From an optimization exercise on the open Yosys and OpenROAD flow, aimed at small area, a short achievable clock period and few clock cycles per item; shortcuts taken in it are not production practice.
The RTL of this run was laid out without a check of its function.
Power and IR drop assume default switching activity.

## design.v

```verilog
`timescale 1ns / 1ps
`default_nettype none
package viq_pkg;
  localparam int unsigned GUEST_COUNT    = 2;
  localparam int unsigned GUEST_W        = 1;
  localparam int unsigned QUEUE_SLOTS_DEF = 64;
  localparam int unsigned ID_W           = 10;
  localparam int unsigned ACTION_W       = 4;
  localparam int unsigned STATUS_W       = 2;
  localparam logic [ID_W-1:0] SPURIOUS_ID = 10'h3FF;
  typedef enum logic [ACTION_W-1:0] {
    ACT_EOI_FWD      = 4'd0,
    ACT_INJECT_CUR   = 4'd1,
    ACT_READ_LATCH   = 4'd2,
    ACT_PUSH_OWN     = 4'd3,
    ACT_POP_ADAPT    = 4'd4,
    ACT_QUERY        = 4'd5,
    ACT_PUSH_OTHER   = 4'd6,
    ACT_POP          = 4'd7,
    ACT_INJECT_OTHER = 4'd8,
    ACT_GUEST_EOI    = 4'd9
  } action_e;
  typedef enum logic [STATUS_W-1:0] {
    STAT_OK        = 2'd0,
    STAT_EMPTY     = 2'd1,
    STAT_FULL      = 2'd2,
    STAT_SWALLOWED = 2'd3
  } status_e;
  typedef struct packed {
    logic accept;    
    logic load_rd;   
  } ctrl_cmd_t;
  typedef struct packed {
    logic pop_read;  
  } dp_status_t;
endpackage
`default_nettype wire
`timescale 1ns / 1ps
`default_nettype none
module viq_ram #(
  parameter int unsigned WIDTH = 10,
  parameter int unsigned DEPTH = 128
) (
  input  wire logic                     clk_i,
  input  wire logic                     we_i,
  input  wire logic [$clog2(DEPTH)-1:0] waddr_i,
  input  wire logic [WIDTH-1:0]         wdata_i,
  input  wire logic [$clog2(DEPTH)-1:0] raddr_i,
  output logic      [WIDTH-1:0]         rdata_o
);
  logic [WIDTH-1:0] mem_q [DEPTH];
  always_ff @(posedge clk_i) begin
    if (we_i) begin
      mem_q[waddr_i] <= wdata_i;
    end
    rdata_o <= mem_q[raddr_i];
  end
endmodule
`default_nettype wire
`timescale 1ns / 1ps
`default_nettype none
import viq_pkg::*;
module viq_ctrl (
  input  wire logic       clk_i,
  input  wire logic       rst_ni,
  input  wire logic       in_valid_i,
  output logic            in_stall_o,
  output logic            out_valid_o,
  input  wire logic       out_stall_i,
  input  viq_pkg::dp_status_t status_i,
  output viq_pkg::ctrl_cmd_t cmd_o
);
  typedef enum logic [2:0] {
    ST_IDLE = 3'b001,
    ST_READ = 3'b010,
    ST_OUT  = 3'b100
  } state_e;
  state_e state_q, state_d;
  always_comb begin
    state_d        = state_q;
    cmd_o.accept   = 1'b0;
    cmd_o.load_rd  = 1'b0;
    unique case (state_q)
      ST_IDLE: begin
        if (in_valid_i) begin
          cmd_o.accept = 1'b1;
          state_d      = status_i.pop_read ? ST_READ : ST_OUT;
        end
      end
      ST_READ: begin
        cmd_o.load_rd = 1'b1;
        state_d       = ST_OUT;
      end
      ST_OUT: begin
        if (!out_stall_i) begin
          state_d = ST_IDLE;
        end
      end
      default: state_d = ST_IDLE;
    endcase
  end
  always_ff @(posedge clk_i or negedge rst_ni) begin
    if (!rst_ni) begin
      state_q <= ST_IDLE;
    end else begin
      state_q <= state_d;
    end
  end
  assign in_stall_o  = (state_q != ST_IDLE);
  assign out_valid_o = (state_q == ST_OUT);
endmodule
`default_nettype wire
`timescale 1ns / 1ps
`default_nettype none
import viq_pkg::*;
module viq_dp #(
  parameter int unsigned QUEUE_SLOTS = QUEUE_SLOTS_DEF
) (
  input  wire logic                  clk_i,
  input  wire logic                  rst_ni,
  input  viq_pkg::ctrl_cmd_t             cmd_i,
  output viq_pkg::dp_status_t                 status_o,
  input  wire logic [ACTION_W-1:0]   action_i,
  input  wire logic                  current_vm_i,
  input  wire logic                  target_vm_i,
  input  wire logic [ID_W-1:0]       irq_id_i,
  output logic      [STATUS_W-1:0]   status_res_o,
  output logic      [ID_W-1:0]       value_o,
  output logic                       nonempty_o,
  output logic                       forward_valid_o,
  output logic      [ID_W-1:0]       forward_id_o
);
  localparam int unsigned IDX_W     = $clog2(QUEUE_SLOTS);
  localparam int unsigned ADDR_W    = IDX_W + GUEST_W;
  localparam int unsigned RAM_DEPTH = GUEST_COUNT << IDX_W;
  localparam logic [IDX_W-1:0] LAST_IDX = IDX_W'(QUEUE_SLOTS - 1);
  function automatic logic [IDX_W-1:0] next_idx(input logic [IDX_W-1:0] i);
    next_idx = (i == LAST_IDX) ? '0 : i + 1'b1;
  endfunction
  logic [GUEST_COUNT-1:0] [ID_W-1:0]  ack_q;
  logic [GUEST_COUNT-1:0] [ID_W-1:0]  ack_d;
  logic [GUEST_COUNT-1:0]             adapt_q;
  logic [GUEST_COUNT-1:0]             adapt_d;
  logic [GUEST_COUNT-1:0] [IDX_W-1:0] head_q;
  logic [GUEST_COUNT-1:0] [IDX_W-1:0] head_d;
  logic [GUEST_COUNT-1:0] [IDX_W-1:0] tail_q;
  logic [GUEST_COUNT-1:0] [IDX_W-1:0] tail_d;
  logic [STATUS_W-1:0] stat_q, stat_d;
  logic [ID_W-1:0]     value_q, value_d;
  logic                ne_q, ne_d;
  logic                fwd_v_q, fwd_v_d;
  logic [ID_W-1:0]     fwd_id_q, fwd_id_d;
  viq_pkg::action_e act;
  logic             other_vm;
  logic             push_g;
  logic             pop_g;
  logic             is_push;
  logic             is_pop;
  logic             push_full;
  logic             pop_empty;
  logic             ram_we;
  logic [ADDR_W-1:0] ram_waddr;
  logic [ADDR_W-1:0] ram_raddr;
  logic [ID_W-1:0]  ram_rdata;
  assign act       = viq_pkg::action_e'(action_i);
  assign other_vm  = ~current_vm_i;
  assign push_g    = (act == ACT_PUSH_OTHER) ? other_vm : current_vm_i;
  assign pop_g     = (act == ACT_POP_ADAPT) ? current_vm_i : target_vm_i;
  assign is_push   = (act == ACT_PUSH_OWN) || (act == ACT_PUSH_OTHER);
  assign is_pop    = (act == ACT_POP_ADAPT) || (act == ACT_POP);
  assign push_full = (next_idx(tail_q[push_g]) == head_q[push_g]);
  assign pop_empty = (head_q[pop_g] == tail_q[pop_g]);
  assign status_o.pop_read = is_pop && !pop_empty;
  assign ram_we    = cmd_i.accept && is_push && !push_full;
  assign ram_waddr = {push_g, tail_q[push_g]};
  assign ram_raddr = {pop_g, head_q[pop_g]};
  viq_ram #(
    .WIDTH(ID_W),
    .DEPTH(RAM_DEPTH)
  ) u_store (
    .clk_i  (clk_i),
    .we_i   (ram_we),
    .waddr_i(ram_waddr),
    .wdata_i(irq_id_i),
    .raddr_i(ram_raddr),
    .rdata_o(ram_rdata)
  );
  always_comb begin
    ack_d    = ack_q;
    adapt_d  = adapt_q;
    head_d   = head_q;
    tail_d   = tail_q;
    stat_d   = stat_q;
    value_d  = value_q;
    ne_d     = ne_q;
    fwd_v_d  = fwd_v_q;
    fwd_id_d = fwd_id_q;
    if (cmd_i.accept) begin
      stat_d   = STAT_OK;
      value_d  = SPURIOUS_ID;
      ne_d     = 1'b0;
      fwd_v_d  = 1'b0;
      fwd_id_d = '0;
      unique case (act)
        ACT_EOI_FWD: begin
          fwd_v_d  = 1'b1;
          fwd_id_d = irq_id_i;
        end
        ACT_INJECT_CUR: begin
          if (adapt_q[current_vm_i]) begin
            adapt_d[current_vm_i] = 1'b0;
            stat_d                = STAT_SWALLOWED;
          end else begin
            ack_d[current_vm_i] = irq_id_i;
          end
        end
        ACT_READ_LATCH: value_d = ack_q[current_vm_i];
        ACT_PUSH_OWN, ACT_PUSH_OTHER: begin
          if (push_full) begin
            stat_d = STAT_FULL;
          end else begin
            tail_d[push_g] = next_idx(tail_q[push_g]);
          end
        end
        ACT_POP_ADAPT, ACT_POP: begin
          if (act == ACT_POP_ADAPT) begin
            adapt_d[current_vm_i] = 1'b1;
          end
          if (pop_empty) begin
            stat_d = STAT_EMPTY;
          end else begin
            head_d[pop_g] = next_idx(head_q[pop_g]);
          end
        end
        ACT_QUERY: ne_d = (head_q[target_vm_i] != tail_q[target_vm_i]);
        ACT_INJECT_OTHER: ack_d[other_vm] = irq_id_i;
        ACT_GUEST_EOI: begin
          ack_d[current_vm_i] = SPURIOUS_ID;
          fwd_v_d             = 1'b1;
          fwd_id_d            = irq_id_i;
        end
        default: ;
      endcase
    end
    if (cmd_i.load_rd) begin
      value_d = ram_rdata;
    end
  end
  always_ff @(posedge clk_i or negedge rst_ni) begin
    if (!rst_ni) begin
      for (int g = 0; g < GUEST_COUNT; g++) begin
        ack_q[g]   <= SPURIOUS_ID;
        adapt_q[g] <= 1'b0;
        head_q[g]  <= '0;
        tail_q[g]  <= '0;
      end
    end else begin
      ack_q   <= ack_d;
      adapt_q <= adapt_d;
      head_q  <= head_d;
      tail_q  <= tail_d;
    end
  end
  always_ff @(posedge clk_i) begin
    stat_q   <= stat_d;
    value_q  <= value_d;
    ne_q     <= ne_d;
    fwd_v_q  <= fwd_v_d;
    fwd_id_q <= fwd_id_d;
  end
  assign status_res_o    = stat_q;
  assign value_o         = value_q;
  assign nonempty_o      = ne_q;
  assign forward_valid_o = fwd_v_q;
  assign forward_id_o    = fwd_id_q;
endmodule
`default_nettype wire
`timescale 1ns / 1ps
`default_nettype none
import viq_pkg::*;
module virtual_irq_ack_latch_and_pending_fifo #(
  parameter int unsigned QUEUE_SLOTS = QUEUE_SLOTS_DEF
) (
  input  wire logic                clk_i,
  input  wire logic                rst_ni,
  input  wire logic                in_valid_i,
  output logic                     in_stall_o,
  input  wire logic [ACTION_W-1:0] action_i,
  input  wire logic                current_vm_i,
  input  wire logic                target_vm_i,
  input  wire logic [ID_W-1:0]     irq_id_i,
  output logic                     out_valid_o,
  input  wire logic                out_stall_i,
  output logic      [STATUS_W-1:0] status_o,
  output logic      [ID_W-1:0]     value_o,
  output logic                     nonempty_o,
  output logic                     forward_valid_o,
  output logic      [ID_W-1:0]     forward_id_o
);
  viq_pkg::ctrl_cmd_t  cmd;
  viq_pkg::dp_status_t dp_status;
  viq_ctrl u_ctrl (
    .clk_i      (clk_i),
    .rst_ni     (rst_ni),
    .in_valid_i (in_valid_i),
    .in_stall_o (in_stall_o),
    .out_valid_o(out_valid_o),
    .out_stall_i(out_stall_i),
    .status_i   (dp_status),
    .cmd_o      (cmd)
  );
  viq_dp #(
    .QUEUE_SLOTS(QUEUE_SLOTS)
  ) u_dp (
    .clk_i          (clk_i),
    .rst_ni         (rst_ni),
    .cmd_i          (cmd),
    .status_o       (dp_status),
    .action_i       (action_i),
    .current_vm_i   (current_vm_i),
    .target_vm_i    (target_vm_i),
    .irq_id_i       (irq_id_i),
    .status_res_o   (status_o),
    .value_o        (value_o),
    .nonempty_o     (nonempty_o),
    .forward_valid_o(forward_valid_o),
    .forward_id_o   (forward_id_o)
  );
endmodule
`default_nettype wire
```

## run.sh

```bash
#!/bin/bash
# synth_recipe.tcl (not shown) runs the flow's synth.tcl, then flattens the netlist and writes it again
# the make line also repeats each setting of config.mk as NAME=value (left out here)
make -C /OpenROAD-flow-scripts/flow DESIGN_CONFIG=/design/flow/config.mk WORK_HOME=/design/flow/orfs CLKGATE_MAP_FILE= SYNTH_SCRIPT=/design/flow/synth_recipe.tcl finish
```

## config.mk

```make
export PLATFORM = sky130hd
export DESIGN_NAME = virtual_irq_ack_latch_and_pending_fifo
export DESIGN_NICKNAME = virtual_irq_ack_latch_and_pending_fifo
export VERILOG_FILES = /design/flow/design.v
export SDC_FILE = /design/flow/constraint.sdc
export NUM_CORES = 4
export LEC_CHECK = 0
export CAP_MARGIN = 20
export CORE_MARGIN = 2
export CORE_UTILIZATION = 30
export SLEW_MARGIN = 20
```

## constraint.sdc

```tcl
create_clock -name core_clock -period 5.5 [get_ports {clk_i}]
set_input_delay 1.1000 -clock core_clock [delete_from_list [all_inputs] [get_ports {clk_i}]]
set_output_delay 1.1000 -clock core_clock [all_outputs]
set_load 0.01 [all_outputs]
```

==> key figures <==
Run status
  – Status: finished clean

Clock tree
  – TritonCTS buffer count: ~140
  – Clk buf depth: 3
  – Clock latency (worst-skew pair): about 0.8 ns
  – Clock slew at reported path FFs: roughly 0.060 ns
  – Setup Buffers After CTS: 0
  – Root Driver: clkbuf_16
  – H-tree depth: 4
  – CTS hold repair buffers: 0
  – CTS tree: done
  – Cells resized by post-CTS repair: 0
  – Sink Count: around 1400

Timing
  – Slew @ Worst Pin: ~1.1 ns
  – Post-layout min period: about 5 ns
  – Setup Skew: roughly 0.041 ns
  – Final setup fails: 0
  – Final hold vios: 0
  – Count of final max-slew check failures: 0
  – RSZ-0062 raised after global routing: no
  – Final period utilization: 90.9%
  – Slew margin rel.: around a quarter
  – Final setup margin: 0.503 ns
  – Max frequency: about 200 MHz

Floorplan
  – I/O pins: 46
  – Die span in y: around 430 um
  – Die Span X: 432 um
  – Core Footprint: ~180000 sq um
  – Die area: around 190000 sq um
  – Num rows: about 160
  – Initial Utilization: 30.3%

Synth
  – Area contributors post-synth: edfxtp_1, nand2_1, mux2i_1
  – Library cells used by synthesis: 74
  – Post-synthesis cell area: around 55000 sq um
  – Yosys top cell area share: a little under three quarters
  – Register area share after synthesis: around three quarters
  – Net Count, Synth: between 3000 and 4000
  – Synth area leader: edfxtp_1
  – Synthesis Warnings: 3
  – Syn_area_per_cell: 13.9 sq um
  – Post-Syn Instances: approximately 4000
  – Async set or reset register ratio after synthesis: around 3.6%
  – Synth Register Bits: ~1400
  – Number of synthesized flops with an enable pin: roughly 1300
  – Top-count cell post-synth: edfxtp_1
  – Commonest cells post-synth: edfxtp_1, nand2_1, mux2i_1, a21oi_1, nor2_1
  – Post-synth top flop: edfxtp_1

Power
  – Peak VDD IR: 377 uV
  – Static Leak: about 0.022 uW
  – Pwr dens: about 440 nW/um^2
  – Pwr Total: ~28000 uW

Worst setup path
  – Worst path required time: a little over 6 ns
  – Crit end category: flop
  – Crit path max fanout: 28
  – Worst reg2reg path depth: 14
  – Worst reg-to-reg setup slack: roughly 1.4 ns
  – CP Launch Point: action_i[0]
  – Critical path class: in -> reg
  – Reg-to-Reg End: u_dp.u_store.mem_q[52][9]
  – Critical path arrival: 5.59 ns
  – Crit path launch type: input pin
  – CP Capture Point: u_dp.u_store.rdata_o[8]

Finish
  – Layout cells sized above 1: roughly an eighth
  – Util after Layout: a little over a third
  – Finished Layout Cells: between 6000 and 7000
  – P&R area growth vs syn: 16.8%
  – Finished Cell Area: roughly 64000 sq um
  – Final net count: 4136

Global routing
  – Gr usage total: between 15 and 20%
  – GRT overflow: 0
  – Initial antenna violation count: 3
  – Vias in the first global route: 33500
  – First-pass GRT wire length: between 200 and 250 mm
  – Largest net degree at the start of global routing: 95

Drt
  – WL per Instance: between 20 and 25 um
  – Initial DRC count: 4843
  – # DRC: 0
  – Antenna viol nets, final: 0
  – Routed wire length: between 150 and 200 mm
  – First-pass DRT Iterations: 6
  – Detailed-route vias per instance: about 5.3
  – Vias: roughly 35000

Job
  – MaxCap Viol Count: 0

Placement
  – PortBufs: 45
  – DP HPWL: 105 mm
  – DP Area: 59500 sq um
  – Placed insts: around 6300
  – RePlAce Congestion: 0.963
  – Place WS: -0.0432 ns

Hold path
  – Hold Crit Class: in -> async
-- worst min path at each step --
stage / slack, ns / from / cells after the start / to
5_1_grt: 0.49 / rst_ni / 2 / asynchronous set/reset pin
4_1_cts: 0.44 / rst_ni / 2 / asynchronous set/reset pin
6_report: 0.46 / rst_ni / 2 / asynchronous set/reset pin
3_5_place_dp: 0.47 / flop / 2 / flop
3_3_place_gp: 0.46 / flop / 2 / flop
2_1_floorplan: 0.46 / flop / 2 / flop
-- flip-flops by register name, indices dropped and copies added, names as in the netlist, named ones only --
register,count
u_dp.u_store.mem_q,1280
u_dp.fwd_id_q,10
u_dp.u_store.rdata_o,10
u_dp.value_q,10
u_ctrl.state_q,3
u_dp.stat_q,2
u_dp.fwd_v_q,1
u_dp.ne_q,1
-- routing by layer --
| metal | wire [um] | part of all wire (%) | up-vias | track usage [%] |
|---|---|---|---|---|
| met5 | 13 | 0.0080 | - | 0 |
| met2 | 74900 | 46 | 1813 | 26.7 |
| li1 | - | - | 15200 | - |
| met1 | 67900 | 42 | 17500 | 23.9 |
| met3 | 15500 | 9.5 | 266 | 3.48 |
| met4 | 4800 | 2.9 | 2 | 5.53 |
-- final cells by class --
cell class                      instances  area [sq um]
Clock buffer                          179          3710
Antenna cell                            1          2.50
Tap cell                             2370          2970
Timing Repair Buffer                  260          2560
Multi-Input combinational cell       2333         13400
Inverter                               17          71.3
Sequential cell                      1363         40600
Clock inverter                         75           776
Fill cell                           17100        117000
-- power breakdown --
group          total (uW)  internal [uW]  switching (uW)
Combinational        7100           2320            4780
Clock                9380           5340            4040
Sequential          11800          11600             219
-- cells in the final DEF, fill, tap and decap left out, types with 30 or more instances in the layout --
master / synthesis / layout
nand3_1: 186 / 186
a32oi_1: 43 / 43
nor4_1: 58 / 49
mux2i_1: 261 / 256
a21oi_1: 237 / 237
nor3_1: 52 / 48
o21ai_0: 41 / 41
buf_12: 0 / 42
a31oi_1: 30 / 30
edfxtp_1: 1304 / 1304
nor2_1: 198 / 197
clkbuf_1: 117 / 35
buf_4: 10 / 183
clkbuf_16: 0 / 142
nand2_1: 864 / 864
clkdlybuf4s50_1: 0 / 34
o22ai_1: 57 / 57
-- critical path: stages --
cell and delay (ns):
clkdlybuf4s50_1 0.42, buf_4 0.18, or4b_1 0.73, mux2_4 0.48
mux2i_4 0.34, inv_2 0.10, buf_4 0.27, nor2_1 0.53
buf_4 0.28, a221o_1 0.17, nor4_1 0.06, nor4_1 0.80
a32oi_1 0.10
-- cell families after synthesis --
family                     share of synthesized area, %
and+or+nand+nor                                    11.1
DFF                                                74.0
AOI/OAI and AO/OA                                  6.80
muxes                                              5.41
buffers and inverters                              2.11
xor gates and xnor gates                          0.506
adders and majority gates                        0.0456
-- metrics by stage --
| stage | hold WS (ns) | setup TNS, ns |
|---|---|---|
| floorplan | 0.457 | -38.00 |
| global placement | 0.464 | -1.19 |
| detailed placement | 0.471 | -0.601 |
| CTS | 0.440 | 0 |
| global route | 0.487 | 0 |
| finish | 0.462 | 0 |

-- afterwards: timing with drivers on the ports --
No port has a modelled driver above. Below, the same layout with a new extraction and two added sets of constraints. Step 1: set_driving_cell puts a clkbuf_16 on clk_i and a buf_2 on each other input, an assumption about the parent block. Step 2 moves the port delays by t, midway between the first and last clock arrival at a register: inputs arrive t later, outputs are due t later. That takes back most of the time a late clock gives input paths. a / b / c = no drivers / after step 1 / after step 2; a / b = the first two.
shift t [ns]: 0.859
setup WS [ns]: 0.503 / 0.567 / -0.291
worst hold slack (ns): 0.462 / 0.397 / 0.475
worst setup path at the end: input to register
pins driven straight from the clock port: 1
Met with ideal ports but missed after step 2: setup timing in this run. The setup slack of this run moves by +0.064 ns with the drivers and by -0.794 ns with both steps.
